What follows belongs to an exercise in optimizing a design on an open flow for small area, a short achievable clock period and few clock cycles per item; a production flow would make more cautious choices.
The RTL was checked by simulation tests, not by an equivalence proof against the original design.

==> flow/design.v, too long to show whole: its modules and the start of the top module <==
// module mdu_mac: 2543 lines
// module mdu_fa: 10 lines
// module mdu_ha: 9 lines
// module mdu_divstep: 21 lines
// module e_mdu: 173 lines
module e_mdu (
  input  logic        clk,
  input  logic        reset,
  input  logic        start,
  input  logic [3:0]  md_op,
  input  logic [31:0] rs_val,
  input  logic [31:0] rt_val,
  output logic        busy,
  output logic [31:0] mu_result,
  output logic [31:0] hi,
  output logic [31:0] lo
);
  // ...
==> flow/flow/run.sh <==
#!/bin/bash
# Standard layout, with every port buffered by the smallest plain buffer instead of the
# delay buffer that buffer_ports picks by default, and timing repair aiming for 65.4 ns of
# setup slack, so that it sizes up the md_op -> mu_result read path (the one path that
# sets the achieved period) instead of stopping at 0 ns.
set -e
export BUFFER_PORTS_ARGS="-buffer_cell sky130_fd_sc_hd__buf_1"
bash standard.sh SETUP_SLACK_MARGIN=65.4 finish > standard_flow.log 2>&1
==> flow/standard.sh <==
#!/bin/bash
# synth_recipe.tcl (not shown) runs the flow's synth.tcl, then flattens the netlist and writes it again
# the make line also repeats each setting of config.mk as NAME=value (left out here)
make -C /OpenROAD-flow-scripts/flow DESIGN_CONFIG=/design/flow/config.mk WORK_HOME=/design/flow/orfs CLKGATE_MAP_FILE= SYNTH_SCRIPT=/design/flow/synth_recipe.tcl "${@:-finish}"
==> flow/config.mk <==
export PLATFORM = sky130hd
export DESIGN_NAME = e_mdu
export DESIGN_NICKNAME = e_mdu
export VERILOG_FILES = /design/flow/design.v
export SDC_FILE = /design/flow/constraint.sdc
export NUM_CORES = 4
export LEC_CHECK = 0
export ABC_AREA = 1
export CAP_MARGIN = 20
export CORE_MARGIN = 2
export CORE_UTILIZATION = 50
export SLEW_MARGIN = 20
export SYNTH_HIERARCHICAL = 1
==> flow/constraint.sdc <==
create_clock -name core_clock -period 110.0 [get_ports {clk}]
set_input_delay 22.0000 -clock core_clock [delete_from_list [all_inputs] [get_ports {clk}]]
set_output_delay 22.0000 -clock core_clock [all_outputs]
set_load 0.01 [all_outputs]
==> flow_metrics.env, run 1 <==
export IMPL_postRouteAntennaNets=0
export IMPL_met2_usage_pct=65.5
export IMPL_met2_length_um=75600
export IMPL_num_tap_cells=1040
export IMPL_max_slew_margin_pct=21.9
export IMPL_synth_distinct_cells=80
export IMPL_synth_edf_count=35
export IMPL_worst_path_stages=6
export IMPL_tns_ns=0
export IMPL_synth_top_area_share_pct=35.5
export IMPL_criticalPathCategory="in2out"
export IMPL_cp_data_required_time_ns=88.00
export IMPL_cp_start_kind="input pin"
export IMPL_core_um2=77200
export IMPL_antenna_found_initial=6
export IMPL_status="complete, no violations"
export IMPL_yosys_area_share_adder_pct=38.8
export IMPL_whs_endpoint="cnt_reg[3]$_DFF_PN0_"
export IMPL_synth_common_cells="nand2_1 (761), fa_1 (689), o22ai_1 (564)"
export IMPL_ys_seq_area_share_pct=7.20
export IMPL_cts_buffer_depth=2
export IMPL_fp_row_count=102
export IMPL_synth_area_leader_cell="fa_1"
export IMPL_dieArea_um2=80000
Testbench counts, summed over its fixed seeds: cycles 5,606, ops 4,000.
==> run 2: changes to the inputs <==
--- a/flow/design.v
+++ b/flow/design.v
@@ -2536,32 +2536,32 @@
   mdu_fa u_s1220 (.a(k1091), .b(s1092), .c(s967), .s(s1220), .co(k1221));
   mdu_fa u_s1222 (.a(k1093), .b(s1094), .c(s971), .s(s1222), .co(k1223));
   mdu_fa u_s1224 (.a(k1095), .b(s1096), .c(pp16[30]), .s(s1224), .co(k1225));
   mdu_fa u_s1226 (.a(k1097), .b(s1098), .c(pp16[31]), .s(s1226), .co(k1227));
   assign r0 = {k1225, k1223, k1221, k1219, k1217, k1215, k1213, k1211, k1209, k1207, k1205, k1203, k1201, k1199, k1197, k1195, k1193, k1191, k1189, k1187, k1185, k1183, k1181, k1179, k1177, k1175, k1173, k1171, k1169, k1167, k1165, k1163, k1161, k1159, k1157, k1155, k1153, k1151, k1149, k1147, k1145, k1143, k1141, k1139, k1137, k1135, k1133, k1131, k1129, k1127, k1125, k1123, k1121, k1119, k1117, k1115, k1113, k1111, k1109, k1107, k1105, k1103, k1101, s1100};
   assign r1 = {s1226, s1224, s1222, s1220, s1218, s1216, s1214, s1212, s1210, s1208, s1206, s1204, s1202, s1200, s1198, s1196, s1194, s1192, s1190, s1188, s1186, s1184, s1182, s1180, s1178, s1176, s1174, s1172, s1170, s1168, s1166, s1164, s1162, s1160, s1158, s1156, s1154, s1152, s1150, s1148, s1146, s1144, s1142, s1140, s1138, s1136, s1134, s1132, s1130, s1128, s1126, s1124, s1122, s1120, s1118, s1116, s1114, s1112, s1110, s1108, s1106, s1104, s1102, neg[0]};
   logic [64:0] cy;
   assign cy[0] = 1'b0;
-  for (genvar i = 0; i < 40; i++) begin : g_b0
+  for (genvar i = 0; i < 44; i++) begin : g_b0
     assign y[i] = r0[i] ^ r1[i] ^ cy[i];
     assign cy[i+1] = (r0[i] & r1[i]) | (r0[i] & cy[i]) | (r1[i] & cy[i]);
   end
-  logic [64:40] c0_1, c1_1;
-  logic [63:40] s0_1, s1_1;
-  assign c0_1[40] = 1'b0;
-  assign c1_1[40] = 1'b1;
-  for (genvar i = 40; i < 64; i++) begin : g_b1
+  logic [64:44] c0_1, c1_1;
+  logic [63:44] s0_1, s1_1;
+  assign c0_1[44] = 1'b0;
+  assign c1_1[44] = 1'b1;
+  for (genvar i = 44; i < 64; i++) begin : g_b1
     assign s0_1[i] = r0[i] ^ r1[i] ^ c0_1[i];
     assign c0_1[i+1] = (r0[i] & r1[i]) | (r0[i] & c0_1[i]) | (r1[i] & c0_1[i]);
     assign s1_1[i] = r0[i] ^ r1[i] ^ c1_1[i];
     assign c1_1[i+1] = (r0[i] & r1[i]) | (r0[i] & c1_1[i]) | (r1[i] & c1_1[i]);
   end
-  assign y[63:40] = cy[40] ? s1_1 : s0_1;
-  assign cy[64] = cy[40] ? c1_1[64] : c0_1[64];
+  assign y[63:44] = cy[44] ? s1_1 : s0_1;
+  assign cy[64] = cy[44] ? c1_1[64] : c0_1[64];
 endmodule
 module mdu_fa (
   input  logic a,
   input  logic b,
   input  logic c,
   output logic s,
   output logic co
 );
==> run 2 against run 1 <==
Against the previous run:
- critical endpoint is now mu_result[22]
- clock-buffer cell count fell by 1
- design area fell by 0.17%
- final cell count fell by 0.57%
- register-to-register slack got worse by 0.40 ns
- largest cell class unchanged
- die area fell by 0.72%
- non-clock buffer count rose by 11
==> flow_metrics.env, run 2 <==
export IMPL_cts_max_level=3
export IMPL_vias_per_cell=6.67
export IMPL_rsz0062_at_grt="yes"
export IMPL_max_freq_mhz=22.3
export IMPL_hold_viol_final=0
export IMPL_cp_data_required_time_ns=88.00
export IMPL_worstSkewPairLatency_ns=0.40
export IMPL_place_inst=5587
export IMPL_ys_top_cells_by_area="fa_1 (36%), xnor2_1 (11%), o22ai_1 (9.2%), nand2_1 (7.3%), dfrtp_1 (4.5%)"
export IMPL_final_cell_mix="nand2_1 (738), fa_1 (692), o22ai_1 (537)"
export IMPL_slew_violations=0
export IMPL_ys_ff_latch=105
export IMPL_cp_start_kind="input pin"
export IMPL_synthFlopType="dfrtp_1"
export IMPL_synth_area_leader_cell="fa_1"
export IMPL_ff2ff_path_depth=128
export IMPL_core_um2=76200
export IMPL_cts_root_buf="clkbuf_16"
export IMPL_crit_fanout=6
export IMPL_drt_total_wl_um=183000
export IMPL_wl_per_cell_um=32.6
export IMPL_grt_pass1_wl_um=262000
export IMPL_synth_edf_count=35
export IMPL_initial_utilization_pct=50.6
export IMPL_final_layout_size_suffix_gt1_share_pct=9.46
export IMPL_layout_commonest_cell="nand2_1"
export IMPL_hpwl_um=135000
export IMPL_place_gp_congestion=1.06
export IMPL_stdcell_area_um2=41300
export IMPL_vias=37500
export IMPL_criticalPathCategory="in2out"
export IMPL_die_y_um=282
export IMPL_crit_path_end_kind="output port"
export IMPL_max_slew_margin_pct=24.3
export IMPL_worstHoldPathType="reg2reg"
export IMPL_grt_max_degree=67
export IMPL_drc=0
export IMPL_final_nets=5446
export IMPL_period_share_pct=40.8
export IMPL_setup_viol=0
export IMPL_hold_depth=2
export IMPL_cts_tree="done"
export IMPL_numCtsBuffers=9
export IMPL_die_width_um=282
export IMPL_first_pass_iters=8
export IMPL_cts_buffer_depth=2
export IMPL_area_growth_pct=6.99
export IMPL_synth_top_area_share_pct=36.0
export IMPL_hold_buffers=0
export IMPL_arrival_ns=22.89
export IMPL_fin_skew_ns=0.0210
export IMPL_synthCells=4608
export IMPL_ys_warn_count=7
export IMPL_cts_sinks=105
export IMPL_final_cells=5619
export IMPL_worst_pin_slew_ns=1.13
export IMPL_antenna_found_initial=6
export IMPL_avgSynthCellArea_um2=8.37
export IMPL_grt_pass1_vias=36700
export IMPL_placed_area_um2=40400
export IMPL_ios=168
export IMPL_cap_viol_max_count=0
export IMPL_grt_use_total_pct=46.3
export IMPL_status="complete, no violations"
export IMPL_drt_iter0_markers=5157
export IMPL_tns_ns=0
export IMPL_synth_distinct_cells=68
export IMPL_dieArea_um2=79400
export IMPL_ys_async_sr_fraction_pct=65.7
export IMPL_postRouteAntennaNets=0
export IMPL_synth_most_common_cell="nand2_1"
export IMPL_synthesis_area_um2=38600
export IMPL_path_clk_slew_ns=0.08
export IMPL_ys_seq_area_share_pct=7.25
export IMPL_gr_total_overflow=0
export IMPL_fp_row_count=101
export IMPL_io_buffers=167
export IMPL_synth_common_cells="nand2_1 (755), fa_1 (693), o22ai_1 (569)"
export IMPL_min_period_ns=44.89
export IMPL_hold_slack_ns=0.528
==> run 2: cell count changes in the layout (fill, tap and decap cells not counted), moves of 13 or more <==
cell	delta
o22ai_4	+13
inv_1	-25
o21ai_0	-32
nand3_1	+34
a21oi_1	+14
o21ai_1	+14
o22ai_2	-13
==> run 2: repair_timing <==
item	CTS	global route
gates resized for setup	70	19
setup buffers	6	4
setup endpoints to repair	32	38
gates cloned	4	1
pin swaps	7	5
==> run 2: Yosys stat by module, one instance, submodules excluded <==
module / times used / cells inside
mdu_mac: 1 / 1887
e_mdu: 1 / 1717
mdu_divstep: 3 / 104
mdu_fa: 646 / 1
mdu_ha: 46 / 1
==> run 2: area by class of cell <==
class | instances | area, um2
tap | 1030 | 1290
fill | 7415 | 34900
clock buffer | 9 | 225
sequential | 105 | 2800
timing repair buffer | 317 | 2050
clock inverter | 7 | 98.8
inverter | 341 | 1390
antenna | 1 | 2.50
multi-input combinational | 3809 | 33400
==> run 2: final timing paths <==
kind	to	from	slack (ns)
max	mu_result[22]	md_op[1]	65.11
min	cnt_reg[3]$_DFF_PN0_	cnt_reg[3]$_DFF_PN0_	0.53
max reg2reg	hi_reg[31]$_DFF_PN0_	cin_reg$_DFFE_PP_	66.36
min reg2reg	cnt_reg[3]$_DFF_PN0_	cnt_reg[3]$_DFF_PN0_	0.53
max in group asynchronous	hi_reg[27]$_DFF_PN0_	reset	87.35
min in group asynchronous	cnt_reg[0]$_DFF_PN0_	reset	21.45
==> run 2: worst max-delay path: stages <==
cell     delay, ns
buf_8         0.11
nor2_4        0.18
nand2_8       0.12
buf_16        0.17
o22ai_2       0.14
buf_2         0.16
==> run 2: cells by family (layout without fill, tap and decap cells) <==
family	Yosys count	after routing	share of synthesized area, %
other	1	4	0.00972
multiplexers	14	14	0.393
AO/OA/AOI/OAI	1056	1056	16.7
flip-flops	105	105	7.25
XOR/XNOR	637	637	14.5
buffers and inverters	698	674	7.67
AND/OR/NAND/NOR	1305	1307	14.3
adder cells (fa/ha/maj)	792	792	39.2
==> run 2: through the flow <==
stage / worst slack, ns / utilization [%]
floorplan: 65.39 / -
global placement: 64.24 / 53.1
detailed placement: 64.20 / 53.1
CTS: 65.13 / 53.9
global route: 65.08 / 54.2
finish: 65.11 / 54.2
==> run 2: routing by layer <==
metal / up-vias / share of wire [%] / GRT usage (%)
li1: 15300 / - / -
met1: 18500 / 37 / 59.9
met2: 2927 / 42 / 66.6
met3: 685 / 13 / 14.3
met4: 10 / 8.1 / 31.1
met5: - / 0.044 / 0.122
Testbench counts of run 2, summed over its fixed seeds: cycles 5,606, ops 4,000.
==> run 3: changes to the inputs <==
==> flow/flow/run.sh (replaced) <==
#!/bin/bash
# Standard layout, with every port buffered by the smallest plain buffer instead of the
# delay buffer that buffer_ports picks by default, and timing repair aiming for 65 ns of
# setup slack, so that it sizes up the md_op -> mu_result read path (the one path that
# sets the achieved period) instead of stopping at 0 ns.
set -e
export BUFFER_PORTS_ARGS="-buffer_cell sky130_fd_sc_hd__buf_1"
bash standard.sh SETUP_SLACK_MARGIN=65 finish > standard_flow.log 2>&1
==> run 3 against run 2 <==
Against the previous run:
- still clean
- clock skew is 0.0053 ns lower
- non-clock buffer count fell by 22
- critical path depth stayed put
- worst hold slack gained 0.0075 ns
- core utilization fell by 1.0 points
- critical endpoint is now mu_result[23]
==> flow_metrics.env, run 3 <==
export IMPL_cap_viol_max_count=0
export IMPL_final_layout_size_suffix_gt1_share_pct=7.73
export IMPL_area_growth_pct=4.93
export IMPL_slew_violations=0
export IMPL_drc=0
export IMPL_numCtsBuffers=9
export IMPL_place_gp_congestion=1.11
export IMPL_rsz0062_at_grt="yes"
export IMPL_hold_slack_ns=0.536
export IMPL_synth_edf_count=35
export IMPL_dieArea_um2=79400
export IMPL_met3_usage_pct=13.3
export IMPL_postRouteAntennaNets=0
export IMPL_cts_sinks=105
export IMPL_max_freq_mhz=22.2
export IMPL_wl_per_cell_um=32.0
export IMPL_period_share_pct=40.9
export IMPL_met1_usage_pct=58.1
export IMPL_status="complete, no violations"
export IMPL_grt_busiest_layer="met2"
export IMPL_cp_start_kind="input pin"
export IMPL_drt_iter0_markers=5217
export IMPL_path_cells="buf_2, nor2_4, nand2_4, buf_4, o22ai_1, buf_1"
export IMPL_drt_total_wl_um=179000
export IMPL_vias_per_cell=6.71
export IMPL_synth_top_area_share_pct=36.0
export IMPL_grt_pass1_wl_um=257000
export IMPL_met2_usage_pct=65.7
export IMPL_synth_most_common_cell="nand2_1"
export IMPL_cts_tree="done"
export IMPL_cts_buffer_depth=2
export IMPL_io_buffers=167
export IMPL_avgSynthCellArea_um2=8.37
export IMPL_synthFlopType="dfrtp_1"
export IMPL_ys_top_cells_by_area="fa_1 (36%), xnor2_1 (11%), o22ai_1 (9.2%), nand2_1 (7.3%), dfrtp_1 (4.5%)"
export IMPL_fin_skew_ns=0.0157
export IMPL_r2r_start="dn_reg[0]$_DFFE_PP_"
export IMPL_gr_total_overflow=0
export IMPL_crit_path_end_kind="output port"
export IMPL_grt_max_degree=67
export IMPL_cts_max_level=3
export IMPL_crit_fanout=5
export IMPL_tns_ns=0
export IMPL_ys_warn_count=7
export IMPL_vias=37500
export IMPL_slowest_stage="buf_4"
export IMPL_antenna_found_initial=3
export IMPL_layout_commonest_cell="nand2_1"
export IMPL_grt_pass1_vias=37200
export IMPL_worst_pin_slew_ns=1.10
export IMPL_path_clk_slew_ns=0.09
export IMPL_ys_seq_area_share_pct=7.25
export IMPL_worstHoldPathType="reg2reg"
export IMPL_fp_row_count=101
export IMPL_max_slew_margin_pct=26.8
export IMPL_ys_async_sr_fraction_pct=65.7
export IMPL_final_cell_mix="nand2_1 (739), fa_1 (692), o22ai_1 (564)"
export IMPL_die_y_um=282
export IMPL_synthesis_area_um2=38600
export IMPL_ys_ff_latch=105
export IMPL_die_width_um=282
export IMPL_criticalPathCategory="in2out"
export IMPL_setup_viol=0
export IMPL_arrival_ns=23.00
export IMPL_startpoint="md_op[0]"
export IMPL_hold_buffers=0
export IMPL_synth_distinct_cells=68
export IMPL_synthCells=4608
export IMPL_ios=168
export IMPL_grt_use_total_pct=44.9
export IMPL_first_pass_iters=7
export IMPL_hpwl_um=130000
export IMPL_initial_utilization_pct=50.6
export IMPL_core_um2=76200
export IMPL_synth_common_cells="nand2_1 (755), fa_1 (693), o22ai_1 (569)"
export IMPL_worstSkewPairLatency_ns=0.40
export IMPL_cts_root_buf="clkbuf_16"
export IMPL_cp_data_required_time_ns=88.00
export IMPL_max_stage_delay_ns=0.21
export IMPL_synth_area_leader_cell="fa_1"
export IMPL_hold_viol_final=0
export IMPL_final_nets=5422
export IMPL_n_antenna_cell=0
export IMPL_hold_path_startpoint="cnt_reg[3]$_DFF_PN0_"
export IMPL_min_period_ns=45.00
[run 3: changes by cell type in the layout (fill, tap and decap cells not counted), sizes merged]
cell	before	now
nand2	796	794
bufinv	6	5
clkinv	28	38
clkbuf	11	19
inv	313	304
diode	1	0
buf	315	286
clkinvlp	1	0
[run 3: path summary, 6_finish.rpt]
| kind | endpoint | slack (ns) | depth (start not counted) |
|---|---|---|---|
| max | mu_result[23] | 65.00 | 6 |
| min reg2reg | cnt_reg[3]$_DFF_PN0_ | 0.54 | 2 |
| min in group asynchronous | hi_reg[22]$_DFF_PN0_ | 21.52 | 1 |
| max reg2reg | hi_reg[28]$_DFF_PN0_ | 66.17 | 127 |
| max in group asynchronous | hi_reg[0]$_DFF_PN0_ | 87.37 | 2 |
| min | cnt_reg[3]$_DFF_PN0_ | 0.54 | 2 |
[run 3: repair_timing]
action | CTS | global route
setup endpoints to repair | 32 | 39
buffers inserted | 2 | 4
cloned | 0 | 2
gates resized for setup | 27 | 30
pin swaps | 2 | 2
[run 3: kinds of logic (layout without fill, tap and decap cells)]
kind of cell / count (synthesis) / after routing / share of synthesized area (%)
adders and majority gates: 792 / 792 / 39.2
xor gates and xnor gates: 637 / 637 / 14.5
buffers and inverters: 698 / 652 / 7.67
and+or+nand+nor: 1305 / 1305 / 14.3
DFF: 105 / 105 / 7.25
other: 1 / 3 / 0.00972
AOI/OAI and AO/OA: 1056 / 1056 / 16.7
muxes: 14 / 14 / 0.393
[run 3: Yosys stat by module (local to each module, per instance)]
module | times used | flip-flops and latches
mdu_mac | 1 | 0
mdu_ha | 46 | 0
e_mdu | 1 | 105
mdu_fa | 646 | 0
mdu_divstep | 3 | 0
[run 3: metrics by stage]
step                instances  worst slack (ns)  utilization [%]  area (um2)
floorplan                4610             65.19                -       38600
global placement         5570             64.40             52.4       40000
detailed placement       5570             64.27             52.4       40000
CTS                      5588             65.00             52.9       40300
global route             5594             64.97             53.1       40500
finish                   5594             65.00             53.1       40500
[run 3: area by class of cell]
class / count / area, um2
Clock buffer: 10 / 229
Clock inverter: 6 / 57.6
Fill cell: 7389 / 35700
Inverter: 341 / 1380
Multi-Input combinational cell: 3807 / 33000
Sequential cell: 105 / 2800
Tap cell: 1030 / 1290
Timing Repair Buffer: 295 / 1690
[run 3: worst max-delay path, delay by kind of cell]
kind,cells,cell delay (ns)
AO/OA/AOI/OAI,1,0.15
buffers and inverters,3,0.52
AND/OR/NAND/NOR,2,0.32
[run 3: layer usage]
metal | wire, um | vias to the layer above
li1 | - | 15300
met1 | 65200 | 18500
met2 | 75600 | 3058
met3 | 24100 | 715
met4 | 13900 | 4
met5 | 23 | -

[afterwards: timing with drivers on the ports]
The flow's constraints put no driver on any port. The routed layouts listed below were extracted and timed again, unchanged, in two steps. Step 1 assumes that a clkbuf_16 drives the clock port and a buf_2 every other input. Step 2 also shifts input and output timing later by t, the mid clock arrival at the registers, as if the neighbouring blocks saw the same clock. Three values: ideal, step 1, step 2; two values: the first two.
| run | shift t [ns] | setup WS [ns] | hold WS [ns] | worst setup path after step 2 | cell pins on the clock port's net |
|---|---|---|---|---|---|
| run 1 | 0.438 | 65.153 / 65.095 / 65.095 | 0.523 / 0.523 / 0.523 | input to output | 1 |
| run 2 | 0.446 | 65.113 / 65.064 / 65.064 | 0.528 / 0.528 / 0.528 | input to output | 1 |
| run 3 | 0.450 | 65.004 / 64.974 / 64.974 | 0.536 / 0.536 / 0.536 | input to output | 1 |
After both steps setup and hold are still met in every run listed. For run 1, which loses most, drivers alone change the setup slack by -0.058 ns; drivers and shift together by -0.058 ns.
